Background: an optimization exercise with open tools, aiming at small area, a short achievable clock period and few clock cycles per item. Do not read the settings as production practice.
Only simulation tests tie the RTL to the original design; equivalence was not proved.

$ cat config.mk
export PLATFORM = sky130hd
export DESIGN_NAME = tns_link_top
export DESIGN_NICKNAME = tns_link_top
export VERILOG_FILES = /design/flow/design.v
export SDC_FILE = /design/flow/constraint.sdc
export NUM_CORES = 4
export LEC_CHECK = 0
export ABC_AREA = 1
export CAP_MARGIN = 20
export CORE_MARGIN = 2
export CORE_UTILIZATION = 40
export SLEW_MARGIN = 20
$ cat design.v
`timescale 1ns/1ps
package tns_pkg;
    localparam int DATA_W   = 24;
    localparam int CODE_W   = 28;
    localparam int WEIGHT_W = 25;
    localparam int GROUP_SPAN    = 3;
    localparam int GROUP_TOP_OFS = 2;
    localparam int GROUP_N       = 9;
    typedef logic [DATA_W-1:0] tns_data_t;
    typedef logic [CODE_W-1:0] tns_code_t;
    typedef struct packed {
        tns_code_t code;
        tns_data_t data;
    } tns_pair_t;
    localparam logic [CODE_W*WEIGHT_W-1:0] TNS_W = {
        25'd15902591, 25'd8646064, 25'd4700770, 25'd2555757,
        25'd1389537, 25'd755476, 25'd410744, 25'd223317,
        25'd121415, 25'd66012, 25'd35890, 25'd19513,
        25'd10609, 25'd5768, 25'd3136, 25'd1705,
        25'd927, 25'd504, 25'd274, 25'd149,
        25'd81, 25'd44, 25'd24, 25'd13,
        25'd7, 25'd4, 25'd2, 25'd1
    };
    localparam logic [CODE_W*WEIGHT_W-1:0] TNS_LOW_SUM = {
        25'd18947743, 25'd10301679, 25'd5600909, 25'd3045152,
        25'd1655615, 25'd900139, 25'd489395, 25'd266078,
        25'd144663, 25'd78651, 25'd42761, 25'd23248,
        25'd12639, 25'd6871, 25'd3735, 25'd2030,
        25'd1103, 25'd599, 25'd325, 25'd176,
        25'd95, 25'd51, 25'd27, 25'd14,
        25'd7, 25'd3, 25'd1, 25'd0
    };
endpackage
`timescale 1ns/1ps
`timescale 1ns/1ps
module tns_enc_s0 (
    input  logic [23:0] rem_i,
    input  logic [8:0] hist,
    output logic [12:0] rem_o,
    output logic [27:14] code_o
);
    logic [24:0] df27;
    logic [23:0] r27;
    assign df27 = {1'b0, rem_i} - 25'd15902591;
    assign code_o[27] = ~df27[24];
    assign r27 = code_o[27] ? df27[23:0] : rem_i[23:0];
    logic [24:0] df26;
    logic [23:0] r26;
    assign df26 = {1'b0, r27} - 25'd8646064;
    assign code_o[26] = ~df26[24] & (hist[8] | (df26[23:0] > 24'd1655615));
    assign r26 = code_o[26] ? df26[23:0] : r27[23:0];
    logic [24:0] df25;
    logic [22:0] r25;
    assign df25 = {1'b0, r26} - 25'd4700770;
    assign code_o[25] = ~df25[24];
    assign r25 = code_o[25] ? df25[22:0] : r26[22:0];
    logic [23:0] df24;
    logic [21:0] r24;
    assign df24 = {1'b0, r25} - 24'd2555757;
    assign code_o[24] = ~df24[23];
    assign r24 = code_o[24] ? df24[21:0] : r25[21:0];
    logic [22:0] df23;
    logic [20:0] r23;
    assign df23 = {1'b0, r24} - 23'd1389537;
    assign code_o[23] = ~df23[22] & (hist[7] | (df23[20:0] > 21'd266078));
    assign r23 = code_o[23] ? df23[20:0] : r24[20:0];
    logic [21:0] df22;
    logic [19:0] r22;
    assign df22 = {1'b0, r23} - 22'd755476;
    assign code_o[22] = ~df22[21];
    assign r22 = code_o[22] ? df22[19:0] : r23[19:0];
    logic [20:0] df21;
    logic [18:0] r21;
    assign df21 = {1'b0, r22} - 21'd410744;
    assign code_o[21] = ~df21[20];
    assign r21 = code_o[21] ? df21[18:0] : r22[18:0];
    logic [19:0] df20;
    logic [18:0] r20;
    assign df20 = {1'b0, r21} - 20'd223317;
    assign code_o[20] = ~df20[19] & (hist[6] | (df20[18:0] > 19'd42761));
    assign r20 = code_o[20] ? df20[18:0] : r21[18:0];
    logic [19:0] df19;
    logic [17:0] r19;
    assign df19 = {1'b0, r20} - 20'd121415;
    assign code_o[19] = ~df19[19];
    assign r19 = code_o[19] ? df19[17:0] : r20[17:0];
    logic [18:0] df18;
    logic [16:0] r18;
    assign df18 = {1'b0, r19} - 19'd66012;
    assign code_o[18] = ~df18[18];
    assign r18 = code_o[18] ? df18[16:0] : r19[16:0];
    logic [17:0] df17;
    logic [15:0] r17;
    assign df17 = {1'b0, r18} - 18'd35890;
    assign code_o[17] = ~df17[17] & (hist[5] | (df17[15:0] > 16'd6871));
    assign r17 = code_o[17] ? df17[15:0] : r18[15:0];
    logic [16:0] df16;
    logic [14:0] r16;
    assign df16 = {1'b0, r17} - 17'd19513;
    assign code_o[16] = ~df16[16];
    assign r16 = code_o[16] ? df16[14:0] : r17[14:0];
    logic [15:0] df15;
    logic [13:0] r15;
    assign df15 = {1'b0, r16} - 16'd10609;
    assign code_o[15] = ~df15[15];
    assign r15 = code_o[15] ? df15[13:0] : r16[13:0];
    logic [14:0] df14;
    logic [12:0] r14;
    assign df14 = {1'b0, r15} - 15'd5768;
    assign code_o[14] = ~df14[14] & (hist[4] | (df14[12:0] > 13'd1103));
    assign r14 = code_o[14] ? df14[12:0] : r15[12:0];
    assign rem_o = r14;
endmodule
module tns_enc_s1 (
    input  logic [12:0] rem_i,
    input  logic [8:0] hist,
    output logic [13:0] code_o
);
    logic [13:0] df13;
    logic [11:0] r13;
    assign df13 = {1'b0, rem_i} - 14'd3136;
    assign code_o[13] = ~df13[13];
    assign r13 = code_o[13] ? df13[11:0] : rem_i[11:0];
    logic [12:0] df12;
    logic [10:0] r12;
    assign df12 = {1'b0, r13} - 13'd1705;
    assign code_o[12] = ~df12[12];
    assign r12 = code_o[12] ? df12[10:0] : r13[10:0];
    logic [11:0] df11;
    logic [10:0] r11;
    assign df11 = {1'b0, r12} - 12'd927;
    assign code_o[11] = ~df11[11] & (hist[3] | (df11[10:0] > 11'd176));
    assign r11 = code_o[11] ? df11[10:0] : r12[10:0];
    logic [11:0] df10;
    logic [9:0] r10;
    assign df10 = {1'b0, r11} - 12'd504;
    assign code_o[10] = ~df10[11];
    assign r10 = code_o[10] ? df10[9:0] : r11[9:0];
    logic [10:0] df9;
    logic [8:0] r9;
    assign df9 = {1'b0, r10} - 11'd274;
    assign code_o[9] = ~df9[10];
    assign r9 = code_o[9] ? df9[8:0] : r10[8:0];
    logic [9:0] df8;
    logic [7:0] r8;
    assign df8 = {1'b0, r9} - 10'd149;
    assign code_o[8] = ~df8[9] & (hist[2] | (df8[7:0] > 8'd27));
    assign r8 = code_o[8] ? df8[7:0] : r9[7:0];
    logic [8:0] df7;
    logic [6:0] r7;
    assign df7 = {1'b0, r8} - 9'd81;
    assign code_o[7] = ~df7[8];
    assign r7 = code_o[7] ? df7[6:0] : r8[6:0];
    logic [7:0] df6;
    logic [5:0] r6;
    assign df6 = {1'b0, r7} - 8'd44;
    assign code_o[6] = ~df6[7];
    assign r6 = code_o[6] ? df6[5:0] : r7[5:0];
    logic [6:0] df5;
    logic [4:0] r5;
    assign df5 = {1'b0, r6} - 7'd24;
    assign code_o[5] = ~df5[6] & (hist[1] | (df5[4:0] > 5'd3));
    assign r5 = code_o[5] ? df5[4:0] : r6[4:0];
    logic [5:0] df4;
    logic [3:0] r4;
    assign df4 = {1'b0, r5} - 6'd13;
    assign code_o[4] = ~df4[5];
    assign r4 = code_o[4] ? df4[3:0] : r5[3:0];
    logic [4:0] df3;
    logic [2:0] r3;
    assign df3 = {1'b0, r4} - 5'd7;
    assign code_o[3] = ~df3[4];
    assign r3 = code_o[3] ? df3[2:0] : r4[2:0];
    logic [3:0] df2;
    logic [1:0] r2;
    assign df2 = {1'b0, r3} - 4'd4;
    assign code_o[2] = ~df2[3];
    assign r2 = code_o[2] ? df2[1:0] : r3[1:0];
    logic [2:0] df1;
    logic [0:0] r1;
    assign df1 = {1'b0, r2} - 3'd2;
    assign code_o[1] = ~df1[2];
    assign r1 = code_o[1] ? df1[0:0] : r2[0:0];
    assign code_o[0] = r1[0];
endmodule
`timescale 1ns/1ps
`timescale 1ns/1ps
`timescale 1ns/1ps
module tns_link_top (
    input  logic        clock,
    input  logic        rst_n,
    input  logic        in_valid,
    input  logic [23:0] in_data,
    input  logic        out_credit,
    output logic        in_credit,
    output logic        out_valid,
    output logic [27:0] out_code,
    output logic [23:0] out_data
);
    localparam int CAP = 3;   
    logic        a_v;
    logic [23:0] a_d;
    logic        v1;
    logic [23:0] d1;
    logic [12:0] r1;
    logic [27:14] c1;       
    logic [27:14] cn1;      
    logic [12:0] rn1;
    logic        v2;
    logic [23:0] d2;
    logic [27:0] c2;       
    logic [27:0] cn2;      
    logic        ov;
    logic [2:0]  ocred;    
    logic [2:0]  xcred;    
    logic [2:0]  rcred;    
    logic        ic;
    logic free2, free2_n;
    assign free2 = !v2 || ov;
    logic free1;
    assign free1 = !v1 || free2;
    logic a_mv;
    assign a_mv = a_v && free1;
    logic mv1;
    assign mv1 = v1 && free2;
    logic [8:0] h1;
    assign h1 = {c1[26], c1[23], c1[20], c1[17], c1[14], 1'b0, 1'b0, 1'b0, 1'b0};
    tns_enc_s0 u_s0 (.rem_i(a_d), .hist(h1), .rem_o(rn1), .code_o(cn1[27:14]));
    logic [8:0] h2;
    assign h2 = {c2[26], c2[23], c2[20], c2[17], c2[14], c2[11], c2[8], c2[5], c2[2]};
    tns_enc_s1 u_s1 (.rem_i(r1), .hist(h2), .code_o(cn2[13:0]));
    assign cn2[27:14] = c1[27:14];
    logic [2:0] ocred_n, xcred_n, rcred_n;
    assign ocred_n = ocred - {2'b0, ov} + {2'b0, out_credit};
    assign xcred_n = xcred + {2'b0, out_credit} - {2'b0, ic};
    assign rcred_n = rcred + {2'b0, in_valid} - {2'b0, ic};
    always_ff @(posedge clock or negedge rst_n) begin
        if (!rst_n) begin
            a_v   <= 1'b0;
            v1    <= 1'b0;
            v2    <= 1'b0;
            ov    <= 1'b0;
            ocred <= 3'd4;
            xcred <= 3'(CAP);
            rcred <= 3'd0;
            ic    <= 1'b0;
        end else begin
            a_v   <= in_valid || (a_v && !a_mv);
            v1    <= a_mv || (v1 && !mv1);
            v2    <= mv1 || (v2 && !ov);
            ov    <= (mv1 || (v2 && !ov)) && (ocred_n != 3'd0);
            ocred <= ocred_n;
            xcred <= xcred_n;
            rcred <= rcred_n;
            ic    <= (xcred_n != 3'd0) && (rcred_n != 3'd0);
        end
    end
    logic [27:14] cq1;
    logic [4:0] hq1;    
    assign c1 = {cq1[27], hq1[4], cq1[25], cq1[24], hq1[3], cq1[22], cq1[21], hq1[2], cq1[19], cq1[18], hq1[1], cq1[16], cq1[15], hq1[0]};
    logic [27:0] cq2;
    logic [2:0] hq2;    
    assign c2 = {cq2[27], cq2[26], cq2[25], cq2[24], cq2[23], cq2[22], cq2[21], cq2[20], cq2[19], cq2[18], cq2[17], cq2[16], cq2[15], cq2[14], cq2[13], cq2[12], hq2[2], cq2[10], cq2[9], hq2[1], cq2[7], cq2[6], hq2[0], cq2[4], cq2[3], cq2[2], cq2[1], cq2[0]};
    always_ff @(posedge clock) begin
        if (in_valid) a_d <= in_data;
        if (a_mv) begin
            d1 <= a_d;
            r1 <= rn1;
            cq1 <= cn1;
        end
        if (mv1) begin
            d2 <= d1;
            cq2 <= cn2;
        end
    end
    always_ff @(posedge clock or negedge rst_n) begin
        if (!rst_n) begin
            hq1 <= '0;
            hq2 <= '0;
        end else begin
            if (a_mv) hq1 <= {cn1[26], cn1[23], cn1[20], cn1[17], cn1[14]};
            if (mv1) hq2 <= {cn2[11], cn2[8], cn2[5]};
        end
    end
    assign in_credit = ic;
    assign out_valid = ov;
    assign out_code  = c2;
    assign out_data  = d2;
endmodule
$ cat run.sh
#!/bin/bash
# synth_recipe.tcl (not shown) runs the flow's synth.tcl, then flattens the netlist and writes it again
# the make line also repeats each setting of config.mk as NAME=value (left out here)
make -C /OpenROAD-flow-scripts/flow DESIGN_CONFIG=/design/flow/config.mk WORK_HOME=/design/flow/orfs CLKGATE_MAP_FILE= SYNTH_SCRIPT=/design/flow/synth_recipe.tcl finish
$ cat constraint.sdc
create_clock -name core_clock -period 45.0 [get_ports {clock}]
set_input_delay 9.0000 -clock core_clock [delete_from_list [all_inputs] [get_ports {clock}]]
set_output_delay 9.0000 -clock core_clock [all_outputs]
set_load 0.01 [all_outputs]
==> impl_metrics.prom <==
# TYPE chip_impl_metric gauge
chip_impl_info{name="status",value="complete, no violations"} 1
chip_impl_metric{name="insertion_delay",unit="ns"} 0.43
chip_impl_metric{name="worst_ep_required_time",unit="ns"} 45.17
chip_impl_metric{name="count_of_final_hold_check_violations",unit=""} 0
chip_impl_metric{name="cts_resized",unit=""} 0
chip_impl_metric{name="die-area",unit="sq mm"} 0.05172
chip_impl_info{name="tritoncts_clock_tree",value="built"} 1
chip_impl_metric{name="post_cts_hold_buffer_count",unit=""} 0
chip_impl_info{name="start_kind",value="flip-flop"} 1
chip_impl_metric{name="finish.net_count",unit=""} 3182
chip_impl_metric{name="synth-simple-area-share",unit=""} 0.5430
chip_impl_metric{name="detail_route.first_pass.iterations",unit=""} 5
chip_impl_metric{name="reg2reg_setup_slack",unit="ns"} 24.21
chip_impl_info{name="worst_setup_path_end_kind",value="flip-flop"} 1
chip_impl_metric{name="die_h",unit="um"} 227.4
chip_impl_metric{name="worst_pin_slew",unit="ns"} 0.7924
chip_impl_metric{name="maxCapViolations",unit=""} 0
chip_impl_metric{name="std_cell_rows",unit=""} 81
chip_impl_metric{name="setup_viol",unit=""} 0
chip_impl_info{name="synth_flop_cell",value="edfxtp_1"} 1
chip_impl_metric{name="grt_pass1_wl",unit="um"} 90690
chip_impl_info{name="synth.cells.most_frequent",value="998 x nand2_1, 359 x nand3_1, 280 x inv_1"} 1
chip_impl_metric{name="syn-cell-area",unit="sq mm"} 0.01997
chip_impl_metric{name="period_minus_slack",unit="ns"} 20.79
chip_impl_metric{name="drt-wirelength-per-cell",unit="um"} 14.38
chip_impl_metric{name="routed-via-count",unit=""} 19190
chip_impl_metric{name="total_of_fill_cells_in_the_finished_design",unit=""} 5102
chip_impl_metric{name="worst-path-max-fanout",unit=""} 36
chip_impl_info{name="critical_path_class",value="reg -> reg"} 1
chip_impl_metric{name="syn_inst",unit=""} 3062
chip_impl_metric{name="drc",unit=""} 0
chip_impl_metric{name="synth_area_per_cell",unit="sq um"} 6.520
chip_impl_metric{name="worstPathArrival",unit="ns"} 20.96
chip_impl_metric{name="final_max_slew_viol_count",unit=""} 0
chip_impl_metric{name="vias_per_cell",unit=""} 5.061
chip_impl_info{name="min_to",value="d2[22]"} 1
chip_impl_metric{name="synth_compound_gate_area_share",unit=""} 0.05722
chip_impl_info{name="grt_setup_unrepaired",value="false"} 1
chip_impl_metric{name="yosysWarnings",unit=""} 1
chip_impl_metric{name="max_clock_freq",unit="MHz"} 48.10
chip_impl_metric{name="yosys.cell_types.count",unit=""} 73
chip_impl_info{name="top_cells_by_area_in_the_synthesized_netlist",value="nand2_1 19%, edfxtp_1 18%, nand3_1 9.0%"} 1
chip_impl_metric{name="yosys_register_bits",unit=""} 141
chip_impl_metric{name="core",unit="sq mm"} 0.04915
chip_impl_info{name="cts-root-buf",value="clkbuf_16"} 1
chip_impl_metric{name="final_layout_size_suffix_gt1_frac",unit=""} 0.1980
chip_impl_metric{name="grt_remaining_overflow",unit=""} 0
chip_impl_metric{name="total_cts_buffers",unit=""} 17
chip_impl_info{name="crit_path_top_delay_cell",value="nand2_2"} 1
chip_impl_metric{name="grt_max_degree",unit=""} 50
chip_impl_info{name="min-delay-path-class",value="reg -> reg"} 1
chip_impl_metric{name="pre_cts_slack",unit="ns"} 24.39
chip_impl_metric{name="routed_wirelength",unit="um"} 54520
chip_impl_metric{name="finalCritPeriodShare",unit=""} 0.4620
chip_impl_metric{name="antenna_left",unit=""} 0
chip_impl_metric{name="cell_count_of_the_worst_reg_to_reg_path",unit=""} 134
chip_impl_metric{name="setup_slack_after_layout",unit="ns"} 24.21
chip_impl_info{name="hold_path_startpoint",value="d1[22]"} 1
chip_impl_metric{name="synthAdderAreaFrac",unit=""} 0.02682
chip_impl_metric{name="hold_depth",unit=""} 0
chip_impl_metric{name="placer_s_final_routability_congestion_estimate",unit=""} 0.9408
chip_impl_metric{name="number_of_flops_mapped_to_enable_cells_by_yosys",unit=""} 119
chip_impl_metric{name="via_count_of_the_first_global_routing_pass",unit=""} 18190
chip_impl_info{name="critical_path.reg2reg.startpoint",value="a_d[0]"} 1
chip_impl_metric{name="final.setup.tns",unit="ns"} 0
chip_impl_metric{name="detailed_place_hpwl",unit="um"} 44650
chip_impl_metric{name="clkSlewWorstSetupHoldPaths",unit="ns"} 0.06
chip_impl_info{name="yosysMostFrequentCell",value="nand2_1"} 1
chip_impl_metric{name="synthMuxAreaShare",unit=""} 0.001003
chip_impl_metric{name="port_buffers",unit=""} 81
chip_impl_metric{name="antenna_found_initial",unit=""} 2
chip_impl_metric{name="layout-area-overhead-vs-synth",unit="%"} 8.166
chip_impl_metric{name="whs",unit="ns"} 0.4130
chip_impl_metric{name="dpl-instance-area",unit="sq mm"} 0.02097
chip_impl_metric{name="post-place-cells",unit=""} 3758
chip_impl_metric{name="ctsLongestPathBuffers",unit=""} 2
chip_impl_metric{name="mappedNetlistNets",unit=""} 3131
chip_impl_metric{name="grt.total_usage",unit=""} 0.2140
chip_impl_metric{name="layout.cell_area.non_filler",unit="sq mm"} 0.02160
chip_impl_metric{name="chipWidth",unit="um"} 227.4
chip_impl_metric{name="postCtsSetupRepairBufs",unit=""} 0
chip_impl_info{name="largest_family_of_logic_cells_by_synthesized_area",value="simple AND/OR/NAND/NOR gates"} 1
chip_impl_info{name="synth_area_leader_cell",value="nand2_1"} 1
chip_impl_metric{name="synth_sequential_area_ratio",unit=""} 0.2067
chip_impl_metric{name="stdcell_count",unit=""} 3791
chip_impl_metric{name="synthArstFlopShare",unit=""} 0.1560
chip_impl_metric{name="crit_path_max_incr_delay",unit="ns"} 0.52
chip_impl_metric{name="synth_xor_area_frac",unit=""} 0.05809
chip_impl_metric{name="starting_utilization_of_the_core_area",unit=""} 0.4062
chip_impl_metric{name="timing.max_slew.rel_slack",unit=""} 0.4661
chip_impl_metric{name="synth.top_cell.area_share",unit=""} 0.1876
chip_impl_metric{name="clock-sinks",unit=""} 141
chip_impl_metric{name="clock_tree.htree_level_count",unit=""} 4
chip_impl_metric{name="io-pin-count",unit=""} 82
chip_impl_metric{name="final.setup_skew",unit="ns"} 0.01555
chip_impl_info{name="crit-reg2reg-capture",value="r1[3]"} 1
chip_impl_metric{name="post-route-util",unit=""} 0.4394
chip_impl_info{name="cpMostUsedCell",value="nand2_1"} 1
chip_impl_metric{name="drt_iter0_markers",unit=""} 1426
==> flip-flops by register name, indices dropped and copies added, names as in the netlist <==
name	cells
cq1	9
d1	24
rcred	3
hq2	3
xcred	3
d2	24
hq1	5
ic	1
v2	1
a_v	1
ov	1
cq2	25
r1	13
a_d	24
v1	1
ocred	3
==> cell type report <==
class / count / area (sq um) / share of cell area
diodes: 1 / 2.502 / 0.0001159
repair buffers: 86 / 843.3 / 0.03905
well taps: 664 / 830.8 / 0.03847
multi-input cells: 2493 / 13700 / 0.6343
clock inverters: 13 / 185.2 / 0.008575
flip-flops and latches: 141 / 4128 / 0.1911
inverters: 374 / 1465 / 0.06784
clock buffers: 19 / 442.9 / 0.02051
==> critical path: cells and delay by family, from the launching register on <==
kind	cells	cell delay [ns]
simple gates	98	13.38
fa+ha+maj	8	1.84
compound gates	11	2.71
flops	1	0.46
xor+xnor	3	0.56
buf+inv	14	1.46
==> how the worst max path moves through the flow <==
stage | depth (start not counted) | slack [ns] | from | endpoint
after global placement | 134 | 24.78 | a_d[0] | r1[3]
after global routing | 138 | 21.98 | a_d[1] | r1[11]
after floorplan | 154 | 28.60 | a_d[0] | r1[10]
final | 134 | 24.21 | a_d[0] | r1[3]
after CTS | 134 | 24.31 | a_d[1] | r1[3]
after detailed placement | 134 | 24.39 | a_d[1] | r1[5]
==> layout by cell type (no fill, tap or decap), drive strengths merged <==
cell type and count:
bufinv 6, buf 6, fa 3, o21ai 108, xor2 105, nor2 317
a2111oi 1, and2 2, or2 10, nand3 395, a21oi 38, a21boi 3
nor4 3, diode 1, clkinvlp 2, clkdlybuf4s50 80, o31ai 3, o2111ai 1
inv 366, nor2b 1, clkbuf 19, nand3b 38, o21bai 5, o311ai 1
nor3 15, dfstp 3, a31oi 8, a22o 1, edfxtp 119, ha 38
o211ai 2, a21o 2, xnor2 21, mux2i 2, nand2 1313, nand4 53
clkinv 13, o22ai 4, dfrtp 19
==> layer usage <==
layer / global-route usage / wire length, um / vias up
li1: - / - / 9869
met1: 0.2832 / 25390 / 8864
met2: 0.3805 / 26400 / 396
met3: 0.01613 / 1842 / 59
met4: 0.04533 / 884 / 0
met5: 0 / 0 / -
==> cells by family after synthesis <==
kind of cell,count (synthesis)
compound gates,177
xor+xnor,126
flops,141
simple gates,2147
buf+inv,428
mux,2
fa+ha+maj,41
Testbench counts, summed over its fixed seeds: cycles 5,531, words 4,800.

## port drivers added, routing unchanged
No port has a modelled driver above. Below, the same layout with a new extraction and two added sets of constraints. Step 1 assumes that a clkbuf_16 drives the clock port and a buf_2 every other input. Step 2 also shifts input and output timing later by t, the mid clock arrival at the registers, as if the neighbouring blocks saw the same clock. a / b / c = ideal / step 1 / step 2; a / b = the first two.
t (ns): 0.466
slack for setup (ns): 24.209 / 24.209 / 24.209
worst setup path at the end: register to register
cell pins on the clock port's net: 1
After both steps setup and hold are still met in this run. For this run, drivers alone change the setup slack by 0.000 ns; drivers and shift together by 0.000 ns.
